Source: an optimization exercise on an open RTL-to-GDS flow (aim: small area, a short achievable clock period and few clock cycles per item). Production flows keep margins and buffers that such runs may drop. Only simulation tests tie the RTL to the original design; equivalence was not proved.

## flow/design.v (module list and top-level ports; edited modules follow where they fit)
// module psum_sequencer: 58 lines
// module operand_stage: 56 lines
// module macc_unit: 83 lines
// module macc_fbgate: 19 lines
// module macc_tree: 567 lines
// module macc_fa: 4 lines
// module macc_ha: 4 lines
// module macc_fx: 8 lines
// module macc_hx: 4 lines
// module macc_xor2: 3 lines
// module macc_xnor2: 3 lines
// module macc_or2: 3 lines
// module macc_and2: 3 lines
// module macc_ao21: 3 lines
// module macc_cpa: 146 lines
// module macc_pgen: 4 lines
// module macc_gp4: 4 lines
// module macc_cg4: 5 lines
// module macc_gcell: 3 lines
// module macc_pcell: 3 lines
// module macc_control_top: 89 lines
module macc_control_top (
  input logic clk,
  input logic rst_n,
  input logic mac_begin,
  input logic acc_begin,
  input macc_pkg::len_t conv_len,
  input macc_pkg::filt_t filter_num,
  input macc_pkg::data_t weight_in,
  input macc_pkg::data_t ifmap_in,
  input macc_pkg::data_t external_psum,
  input macc_pkg::acc_t internal_psum,
  output logic mul_enable,
  output logic acc_enable,
  output macc_pkg::len_t cnt_a,
  output macc_pkg::filt_t cnt_b,
  output macc_pkg::acc_t accum_out,
  output logic psum_store,
  output logic mac_finish,
  output logic acc_finish
);
  // ...
==> flow/flow/run.sh <==
#!/bin/bash
# standard layout, with the port buffers made from the smallest plain buffer
set -euo pipefail
export BUFFER_PORTS_ARGS="-buffer_cell sky130_fd_sc_hd__buf_1"
bash standard.sh > standard_flow.log 2>&1
==> flow/standard.sh <==
#!/bin/bash
# synth_recipe.tcl (not shown) runs the flow's synth.tcl, then flattens the netlist and writes it again
# the make line also repeats each setting of config.mk as NAME=value (left out here)
make -C /OpenROAD-flow-scripts/flow DESIGN_CONFIG=/design/flow/config.mk WORK_HOME=/design/flow/orfs CLKGATE_MAP_FILE= SYNTH_SCRIPT=/design/flow/synth_recipe.tcl "${@:-finish}"
==> flow/config.mk <==
export PLATFORM = sky130hd
export DESIGN_NAME = macc_control_top
export DESIGN_NICKNAME = macc_control_top
export VERILOG_FILES = /design/flow/design.v
export SDC_FILE = /design/flow/constraint.sdc
export NUM_CORES = 4
export LEC_CHECK = 0
export CAP_MARGIN = 20
export CORE_MARGIN = 2
export CORE_UTILIZATION = 60
export SETUP_SLACK_MARGIN = 4.0
export SLEW_MARGIN = 20
export SYNTH_HIERARCHICAL = 1
export SYNTH_MINIMUM_KEEP_SIZE = 0
==> flow/constraint.sdc <==
create_clock -name core_clock -period 7.0 [get_ports {clk}]
set_input_delay 1.4000 -clock core_clock [delete_from_list [all_inputs] [get_ports {clk}]]
set_output_delay 1.4000 -clock core_clock [all_outputs]
set_load 0.01 [all_outputs]
==> run_results.csv, run 1 <==
group,metric,value,unit
status,status,"complete, no violations",
place,gp_congestion,0.869,
cells_and_area,buffers,173,
grt,grt_pass1_vias,8926,
cells_and_area,multiInputGateArea,8600,µm²
floorplanning,start_util,60.9,%
clock_tree,insertion_delay,0.52,ns
worst_setup_path,cp-startpoint,"u_ops.op_two[4]",
worst_setup_path,required,7.40,ns
timing,final-hold-violation-count,0,
cells_and_area,seq_area_share,29.6,%
routing,routed.top_layer,"met4",
routing,route.met2.wl,13.8,mm
routing,met1_length,13.4,mm
cells_and_area,fin_util,65.1,%
timing,min_period,2.95,ns
clock_tree,cts_resized,77,
clock_tree,cts_tree,"yes",
worst_setup_path,worstPathCellList,"buf_12 > a22oi_1 > xnor2_1 > fa_2 > fa_1 > fa_2 > fa_1",
timing,timing.final.ws_setup,4.05,ns
worst_setup_path,cp_max_fo,12,
cells_and_area,layout.area.seq,4510,µm²
cells_and_area,clkbuf_count,35,
grt,grt_max_degree,42,
worst_setup_path,ff2ff_setup_slack,4.05,ns
cells_and_area,drive_gt1_share,12.2,%
cells_and_area,n_all_inverters,7,
Testbench counts, summed over its fixed seeds: cycles 24,347, items 22,427.
==> run 2, diff against run 1 <==
--- a/flow/config.mk
+++ b/flow/config.mk
@@ -8,7 +8,7 @@
 export CAP_MARGIN = 20
 export CORE_MARGIN = 2
 export CORE_UTILIZATION = 60
-export SETUP_SLACK_MARGIN = 4.0
+export SETUP_SLACK_MARGIN = 4.1
 export SLEW_MARGIN = 20
 export SYNTH_HIERARCHICAL = 1
 export SYNTH_MINIMUM_KEEP_SIZE = 0
==> run 2 against run 1 <==
- largest cell class unchanged
- worst setup slack gained 0.028 ns
- non-clock buffer count grew 35
- still clean on timing, DRC and antenna
- sequential cell count is the same
- highest routed layer unchanged
- utilization grew 1.8 points
- critical endpoint is now u_mac.c_q[24]
- cell area grew 2.8%
==> run_results.csv, run 2 <==
group,metric,value,unit
yosys,syn_inst,1258,
cells_and_area,mostFrequentLayoutCells,"dfxtp_1, xnor2_1, buf_1, fa_1, a22oi_1",
timing,final-hold-violation-count,0,
worst_setup_path,path_delay_family,"adder cells",
routing,drtAntennaViolNets,0,
routing,wire_per_inst,17.8,µm
cells_and_area,stdcell_area,15700,µm²
clock_tree,holdBufCountCts,0,
worst_setup_path,path_buf_inv,1,
cells_and_area,final_common_cell,"dfxtp_1",
cells_and_area,multiInputGateArea,8840,µm²
job,cap_viol_max_count,0,
cells_and_area,antenna_cells,0,
clock_tree,cts.reportedPaths.clkPinSlew,0.06,ns
worst_setup_path,cp_max_fo,16,
grt,grt_antenna_before_repair,0,
clock_tree,cts.sinks,214,
clock_tree,cts_buffer_depth,3,
floorplanning,dieArea,25000,µm²
cells_and_area,synthToLayoutAreaGrowth,9.96,%
floorplanning,rows,56,
floorplanning,start_util,60.9,%
yosys,syn_area,14200,µm²
floorplanning,core,23400,µm²
timing,finalCritPeriodShare,41.8,%
clock_tree,htreeDepth,1,
worst_setup_path,worst_setup_path_end_kind,"flip-flop",
worst_setup_path,required,7.39,ns
worst_setup_path,cp-start-kind,"flip-flop",
grt,grt_max_degree,42,
clock_tree,cts_tree,"yes",
worst_setup_path,worstPathCellList,"buf_4 > a22oi_2 > xnor2_1 > fa_2 > fa_2 > fa_1 > a21o_1 > fa_1",
timing,timing.final.ws_setup,4.07,ns
routing,drc,0,
worst_hold_path,worst_hold_path_type,"reg -> reg",
floorplanning,die_x,158,µm
clock_tree,insertion_delay,0.52,ns
worst_setup_path,max_stage_delay,0.51,ns
place,dp_cells,1564,
cells_and_area,instances_no_fill,1663,
status,status,"complete, no violations",
yosys,avgSynthCellArea,11.3,µm²
cells_and_area,filler_cell_count,1896,
place,placed_area,14000,µm²
worst_setup_path,path_class,"reg -> reg",
timing,max_freq,342,MHz
place,place_ws,3.56,ns
cells_and_area,layout.area.seq,4510,µm²
routing,first_pass_iters,5,
timing,worst_slew_pin_slew,0.914,ns
timing,min_period,2.93,ns
place,placement.io_buffers,144,
grt,gr-total-overflow,0,
floorplanning,die_h,158,µm
worst_setup_path,critPathSlowestCell,"fa_1",
timing,finalMaxSlewViolations,0,
yosys,yosys_warnings,10,
routing,drtIter0Drc,522,
clock_tree,root_buffer,"clkbuf_16",
timing,finalSetupViolCount,0,
timing,relSlewSlack,39.0,%
routing,vias_per_cell,5.44,
cells_and_area,nets,1597,
yosys,synth_nets,1526,
timing,rsz0062_at_grt,"true",
grt,grt_usage,23.6,%
timing,totalNegativeSetupSlack,0,ns
timing,skew,0.0139,ns
routing,routed_wl,29.7,mm
grt,grt_pass1_vias,8977,
clock_tree,cts_buffers,23,
routing,num_vias,9039,
worst_setup_path,crit_arrival,3.31,ns
floorplanning,io_pins,145,
place,place_hpwl,20.8,mm
grt,grt_first_pass_wirelength,46.3,mm
cells_and_area,drive_gt1_share,18.2,%
place,gp_congestion,0.854,
-- run 2: metrics by stage --
stage | hold WS [ns] | util, %
finish | 0.331 | 66.9
floorplan | 0.310 | -
CTS | 0.336 | 63.7
global route | 0.341 | 66.9
global placement | 0.311 | 59.6
detailed placement | 0.319 | 59.6
-- run 2: layout make-up --
cell class | instances | share of cell area (%)
multi-input combinational | 875 | 56.4
sequential | 214 | 28.8
timing repair buffer | 208 | 7.13
clock buffer | 34 | 4.39
tap | 319 | 2.55
clock inverter | 6 | 0.535
inverter | 7 | 0.168
-- run 2: routing by layer --
layer  global-route usage (%)  part of all wire, %  wire length (µm)
met5                        0                    0                 0
met1                     32.4                   45             13500
met4                     4.55                  1.6               481
met3                     4.00                  5.9              1740
met2                     39.6                   47             14000
-- run 2: repair_timing --
| item | CTS | global route |
|---|---|---|
| endpoints found under the hold margin | 0 | 0 |
| gates cloned | 0 | 1 |
| setup endpoints to repair | 44 | 21 |
| pin swaps | 0 | 18 |
| setup buffers | 2 | 56 |
| resized for setup | 77 | 55 |
-- run 2: final timing paths --
path                                startpoint                  end  slack [ns]  cells after the start
max                             u_ops.op_w[11]        u_mac.c_q[24]        4.07                      8
min                        u_ops.first_pipe[0]  u_ops.first_pipe[1]        0.33                      0
max reg2reg                     u_ops.op_w[11]        u_mac.c_q[24]        4.07                      8
min reg2reg                u_ops.first_pipe[0]  u_ops.first_pipe[1]        0.33                      0
max in group asynchronous                rst_n     u_seq.acc_enable        5.71                      1
min in group asynchronous                rst_n   u_ops.last_pipe[0]        0.88                      1
==> run 3, diff against run 2 <==
--- a/flow/config.mk
+++ b/flow/config.mk
@@ -8,7 +8,9 @@
 export CAP_MARGIN = 20
 export CORE_MARGIN = 2
 export CORE_UTILIZATION = 60
-export SETUP_SLACK_MARGIN = 4.1
+export CTS_CLUSTER_DIAMETER = 120
+export CTS_CLUSTER_SIZE = 32
+export SETUP_SLACK_MARGIN = 4.0
 export SLEW_MARGIN = 20
 export SYNTH_HIERARCHICAL = 1
 export SYNTH_MINIMUM_KEEP_SIZE = 0
==> run 3 against run 2 <==
- register-to-register slack hardly changed
- global-route usage is 0.086 points lower
- utilization is 3.8 points lower
- cell area is 5.7% lower
- worst hold slack worse by 0.0014 ns
- cell count is 2.9% lower
- non-clock buffer count is 23 lower
- via count is 3.0% lower
- count of clock-buffer cells in the layout is 22 lower
- critical path type unchanged
- critical endpoint unchanged
==> run_results.csv, run 3 <==
group,metric,value,unit
routing,vias_per_cell,5.43,
cells_and_area,stdcell_area,14800,µm²
cells_and_area,mostFrequentLayoutCells,"dfxtp_1, xnor2_1, buf_1, fa_1, a22oi_1",
clock_tree,cts.sinks,214,
timing,rsz0062_at_grt,"true",
routing,met1_length,13.4,mm
timing,worst_slew_pin_slew,0.918,ns
cells_and_area,fin_util,63.1,%
timing,min_period,2.94,ns
cells_and_area,antenna_cells,0,
worst_setup_path,ff2ff_setup_slack,4.06,ns
clock_tree,cts.reportedPaths.clkPinSlew,0.12,ns
floorplanning,start_util,60.9,%
clock_tree,cts_tree,"yes",
grt,grt_pass1_vias,8689,
worst_hold_path,worst_hold_path_type,"reg -> reg",
routing,drc,0,
worst_setup_path,required,7.38,ns
grt,gr-total-overflow,0,
cells_and_area,drive_gt1_share,11.4,%
yosys,avgSynthCellArea,11.3,µm²
routing,drtIter0Drc,507,
grt,grt_usage,23.5,%
routing,first_pass_iters,6,
clock_tree,insertion_delay,0.49,ns
timing,finalMaxSlewViolations,0,
yosys,synth_nets,1526,
status,status,"complete, no violations",
timing,totalNegativeSetupSlack,0,ns
routing,num_vias,8766,
timing,relSlewSlack,38.8,%
cells_and_area,final_common_cell,"dfxtp_1",
yosys,yosys_warnings,10,
place,place_ws,3.48,ns
routing,route.met2.wl,13.7,mm
cells_and_area,nets,1561,
routing,routed_wl,29.0,mm
grt,grt_first_pass_wirelength,46.3,mm
timing,holdWs,0.330,ns
grt,grt_antenna_before_repair,0,
worst_setup_path,path_class,"reg -> reg",
routing,routed.top_layer,"met4",
clock_tree,cts_buffers,10,
job,cap_viol_max_count,0,
timing,final-hold-violation-count,0,
worst_setup_path,cp-start-kind,"flip-flop",
timing,timing.final.ws_setup,4.06,ns
floorplanning,die_h,158,µm
routing,wl_met3,1.52,mm
place,placement.io_buffers,144,
floorplanning,die_x,158,µm
timing,finalSetupViolCount,0,
yosys,syn_inst,1258,
floorplanning,rows,56,
clock_tree,root_buffer,"clkbuf_16",
timing,finalCritPeriodShare,42.0,%
timing,max_freq,340,MHz
clock_tree,cts_buffer_depth,3,
place,gp_congestion,0.869,
yosys,syn_area,14200,µm²
worst_setup_path,worst_setup_path_end_kind,"flip-flop",
floorplanning,dieArea,25000,µm²
floorplanning,io_pins,145,
routing,drtAntennaViolNets,0,
worst_setup_path,cp_max_fo,15,
timing,skew,0.0154,ns
clock_tree,htreeDepth,1,
grt,grt_max_degree,42,
place,placed_area,13900,µm²
worst_setup_path,crit_arrival,3.32,ns
routing,wire_per_inst,18.0,µm
place,place_hpwl,21.0,mm
cells_and_area,synthToLayoutAreaGrowth,3.71,%
floorplanning,core,23400,µm²
-- run 3: worst paths after layout --
check,start,end,cells past startpoint
min in group asynchronous,rst_n,u_mac.psum_store,1
max in group asynchronous,rst_n,u_mac.acc_finish,1
setup / recovery,u_ops.op_w[8],u_mac.c_q[24],8
hold / removal,u_ops.acc_pipe[0],u_ops.acc_pipe[1],0
hold reg to reg,u_ops.acc_pipe[0],u_ops.acc_pipe[1],0
setup reg to reg,u_ops.op_w[8],u_mac.c_q[24],8
-- run 3: stage by stage --
step	instances
CTS	1576
global route	1614
finish	1614
global placement	1562
floorplan	1258
detailed placement	1562
-- run 3: layout make-up --
class	instances	area, µm²
Inverter	7	26.3
Multi-Input combinational cell	875	8630
Tap cell	319	399
Sequential cell	214	4510
Clock buffer	12	279
Clock inverter	2	13.8
Timing Repair Buffer	185	912
Fill cell	1977	8630
-- run 3: worst max-delay path: stages, from the launching register on --
cell and delay (ns):
dfxtp_4 0.51, buf_4 0.17, a22oi_2 0.07, xnor2_1 0.15
fa_1 0.42, fa_1 0.38, fa_1 0.48, a21o_1 0.21
fa_1 0.43
-- run 3: layer usage --
| metal | global-route usage [%] | vias up |
|---|---|---|
| met5 | 0 | - |
| met4 | 4.33 | 0 |
| met3 | 2.85 | 30 |
| met2 | 38.4 | 231 |
| met1 | 34.1 | 4273 |
| li1 | - | 4232 |
-- run 3: timing repair --
item | CTS | global route
setup endpoints to repair | 43 | 21
resized for setup | 74 | 29
hold buffers | 0 | 0
setup buffers | 0 | 38
pin swaps | 0 | 7
==> run 4, diff against run 3 <==
--- a/flow/config.mk
+++ b/flow/config.mk
@@ -8,8 +8,8 @@
 export CAP_MARGIN = 20
 export CORE_MARGIN = 2
 export CORE_UTILIZATION = 60
-export CTS_CLUSTER_DIAMETER = 120
-export CTS_CLUSTER_SIZE = 32
+export CTS_CLUSTER_DIAMETER = 100
+export CTS_CLUSTER_SIZE = 25
 export SETUP_SLACK_MARGIN = 4.0
 export SLEW_MARGIN = 20
 export SYNTH_HIERARCHICAL = 1
==> run 4 against run 3 <==
- cell count is 0.37% higher
- still clean on timing, DRC and antenna
- highest routed layer unchanged
- register-to-register slack hardly changed
- area after synthesis unchanged
- worst setup slack worse by 0.011 ns
- first-iteration DRC count is 16% higher
- die area stayed put
- clock skew grew 0.020 ns
- critical path depth decreased by 1
- count of clock-buffer cells in the layout is 1 higher
==> run_results.csv, run 4 <==
group,metric,value,unit
status,status,"complete, no violations",
floorplanning,io_pins,145,
cells_and_area,synthToLayoutAreaGrowth,4.25,%
timing,finalMaxSlewViolations,0,
timing,skew,0.0350,ns
timing,rsz0062_at_grt,"true",
cells_and_area,nets,1568,
floorplanning,start_util,60.9,%
worst_setup_path,critPathSlowestCell,"fa_2",
routing,drtAntennaViolNets,0,
floorplanning,core,23400,µm²
yosys,syn_area,14200,µm²
yosys,syn_inst,1258,
cells_and_area,antenna_cells,0,
timing,max_freq,339,MHz
routing,drc,0,
routing,vias_per_cell,5.44,
cells_and_area,stdcell_area,14800,µm²
worst_setup_path,required,7.39,ns
grt,grt_pass1_vias,8710,
routing,wire_per_inst,18.0,µm
clock_tree,cts.reportedPaths.clkPinSlew,0.09,ns
place,placement.io_buffers,144,
worst_setup_path,crit_arrival,3.34,ns
worst_setup_path,path_delay_family,"adder cells",
cells_and_area,filler_cell_count,1967,
worst_hold_path,worst_hold_path_type,"reg -> reg",
clock_tree,htreeDepth,1,
timing,finalSetupViolCount,0,
timing,worst_slew_pin_slew,0.915,ns
yosys,synth_nets,1526,
clock_tree,cts_tree,"yes",
clock_tree,cts_buffers,12,
timing,finalCritPeriodShare,42.1,%
worst_setup_path,max_stage_delay,0.55,ns
yosys,avgSynthCellArea,11.3,µm²
cells_and_area,drive_gt1_share,11.8,%
clock_tree,root_buffer,"clkbuf_16",
clock_tree,cts.sinks,214,
job,cap_viol_max_count,0,
grt,grt_usage,23.5,%
timing,min_period,2.95,ns
yosys,yosys_warnings,10,
timing,relSlewSlack,39.0,%
floorplanning,die_h,158,µm
worst_setup_path,path_class,"reg -> reg",
grt,grt_antenna_before_repair,0,
clock_tree,holdBufCountCts,0,
place,placed_area,13900,µm²
worst_setup_path,worst_setup_path_end_kind,"flip-flop",
worst_setup_path,cp-start-kind,"flip-flop",
routing,routed_wl,29.2,mm
worst_setup_path,cp_max_fo,12,
worst_setup_path,path_depth,7,
worst_setup_path,crit_top_cell,"fa_1",
worst_setup_path,path_buf_inv,1,
clock_tree,insertion_delay,0.50,ns
place,place_hpwl,21.0,mm
routing,drtIter0Drc,589,
timing,final-hold-violation-count,0,
worst_hold_path,whs_path_depth,0,
timing,totalNegativeSetupSlack,0,ns
place,gp_congestion,0.869,
grt,grt_max_degree,42,
cells_and_area,mostFrequentLayoutCells,"dfxtp_1, xnor2_1, buf_1, fa_1, a22oi_1",
routing,num_vias,8810,
grt,grt_first_pass_wirelength,46.3,mm
routing,first_pass_iters,6,
clock_tree,cts_buffer_depth,3,
floorplanning,rows,56,
cells_and_area,final_common_cell,"dfxtp_1",
worst_setup_path,worstPathCellList,"buf_12 > a22oi_1 > xnor2_1 > fa_1 > fa_1 > fa_2 > fa_1",
worst_setup_path,ff2ff_path_depth,7,
floorplanning,dieArea,25000,µm²
grt,gr-total-overflow,0,
floorplanning,die_x,158,µm
[run 4: per-layer routing]
layer | vias to the layer above | GRT usage, % | wire [µm]
met5 | - | 0 | 0
met4 | 0 | 4.33 | 438
met3 | 32 | 3.50 | 1680
met2 | 270 | 38.3 | 13600
met1 | 4253 | 33.9 | 13400
li1 | 4255 | - | -
[run 4: what timing repair did]
action	4_1_cts	5_1_grt
setup endpoints to repair	43	20
buffers inserted	2	41
pin swaps	1	10
gates resized for setup	79	25
[run 4: final timing paths]
check | startpoint | end | slack (ns)
worst max register to register | u_ops.op_two[4] | u_mac.c_q[14] | 4.05
min in group asynchronous | rst_n | u_mac.acc_finish | 0.89
max in group asynchronous | rst_n | u_mac.mac_finish | 5.69
worst max-delay path | u_ops.op_two[4] | u_mac.c_q[14] | 4.05
worst min-delay path | u_ops.acc_pipe[0] | u_ops.acc_pipe[1] | 0.32
worst min register to register | u_ops.acc_pipe[0] | u_ops.acc_pipe[1] | 0.32
[run 4: cell type report]
cell class                      instances  area (µm²)  area share (%)
Inverter                                7        26.3           0.177
Timing Repair Buffer                  190         953            6.42
Tap cell                              319         399            2.69
Clock buffer                           13         304            2.05
Sequential cell                       214        4510            30.4
Multi-Input combinational cell        875        8620            58.1
Clock inverter                          2        32.5           0.219
[run 4: through the flow]
step	utilization, %	cells	setup WS, ns	hold WS [ns]
floorplan	-	1258	4.02	0.310
global placement	59.2	1562	3.53	0.310
detailed placement	59.2	1562	3.48	0.317
CTS	61.4	1579	4.00	0.320
global route	63.4	1620	3.96	0.313
finish	63.4	1620	4.05	0.319
[run 4: worst reg2reg max path, cell delays in order, from the launching register on]
cell	delay (ns)
dfxtp_4	0.42
buf_12	0.16
a22oi_1	0.20
xnor2_1	0.19
fa_1	0.48
fa_1	0.43
fa_2	0.55
fa_1	0.40

## what the ideal ports hide
In the flow no input, the clock included, has a driving cell. The finished layouts below were timed again as built, in two steps. Step 1: set_driving_cell puts a clkbuf_16 on clk and a buf_2 on each other input, an assumption about the parent block. Step 2 also shifts input and output timing later by t, the mid clock arrival at the registers, as if the neighbouring blocks saw the same clock. Slacks: no drivers / after step 1 / after step 2; pairs: no drivers / after step 1.
run	t (ns)	slack for setup (ns)	worst register clock-pin slew, ns
run 1	0.560	4.046 / 4.046 / 3.897	0.06 / 0.06
run 2	0.561	4.075 / 4.075 / 3.878	0.06 / 0.06
run 3	0.530	4.062 / 4.062 / 3.911	0.12 / 0.12
run 4	0.536	4.051 / 4.051 / 3.912	0.10 / 0.10
After both steps setup and hold are still met in every run listed. For run 2, which loses most, drivers alone change the setup slack by 0.000 ns; drivers and shift together by -0.197 ns.
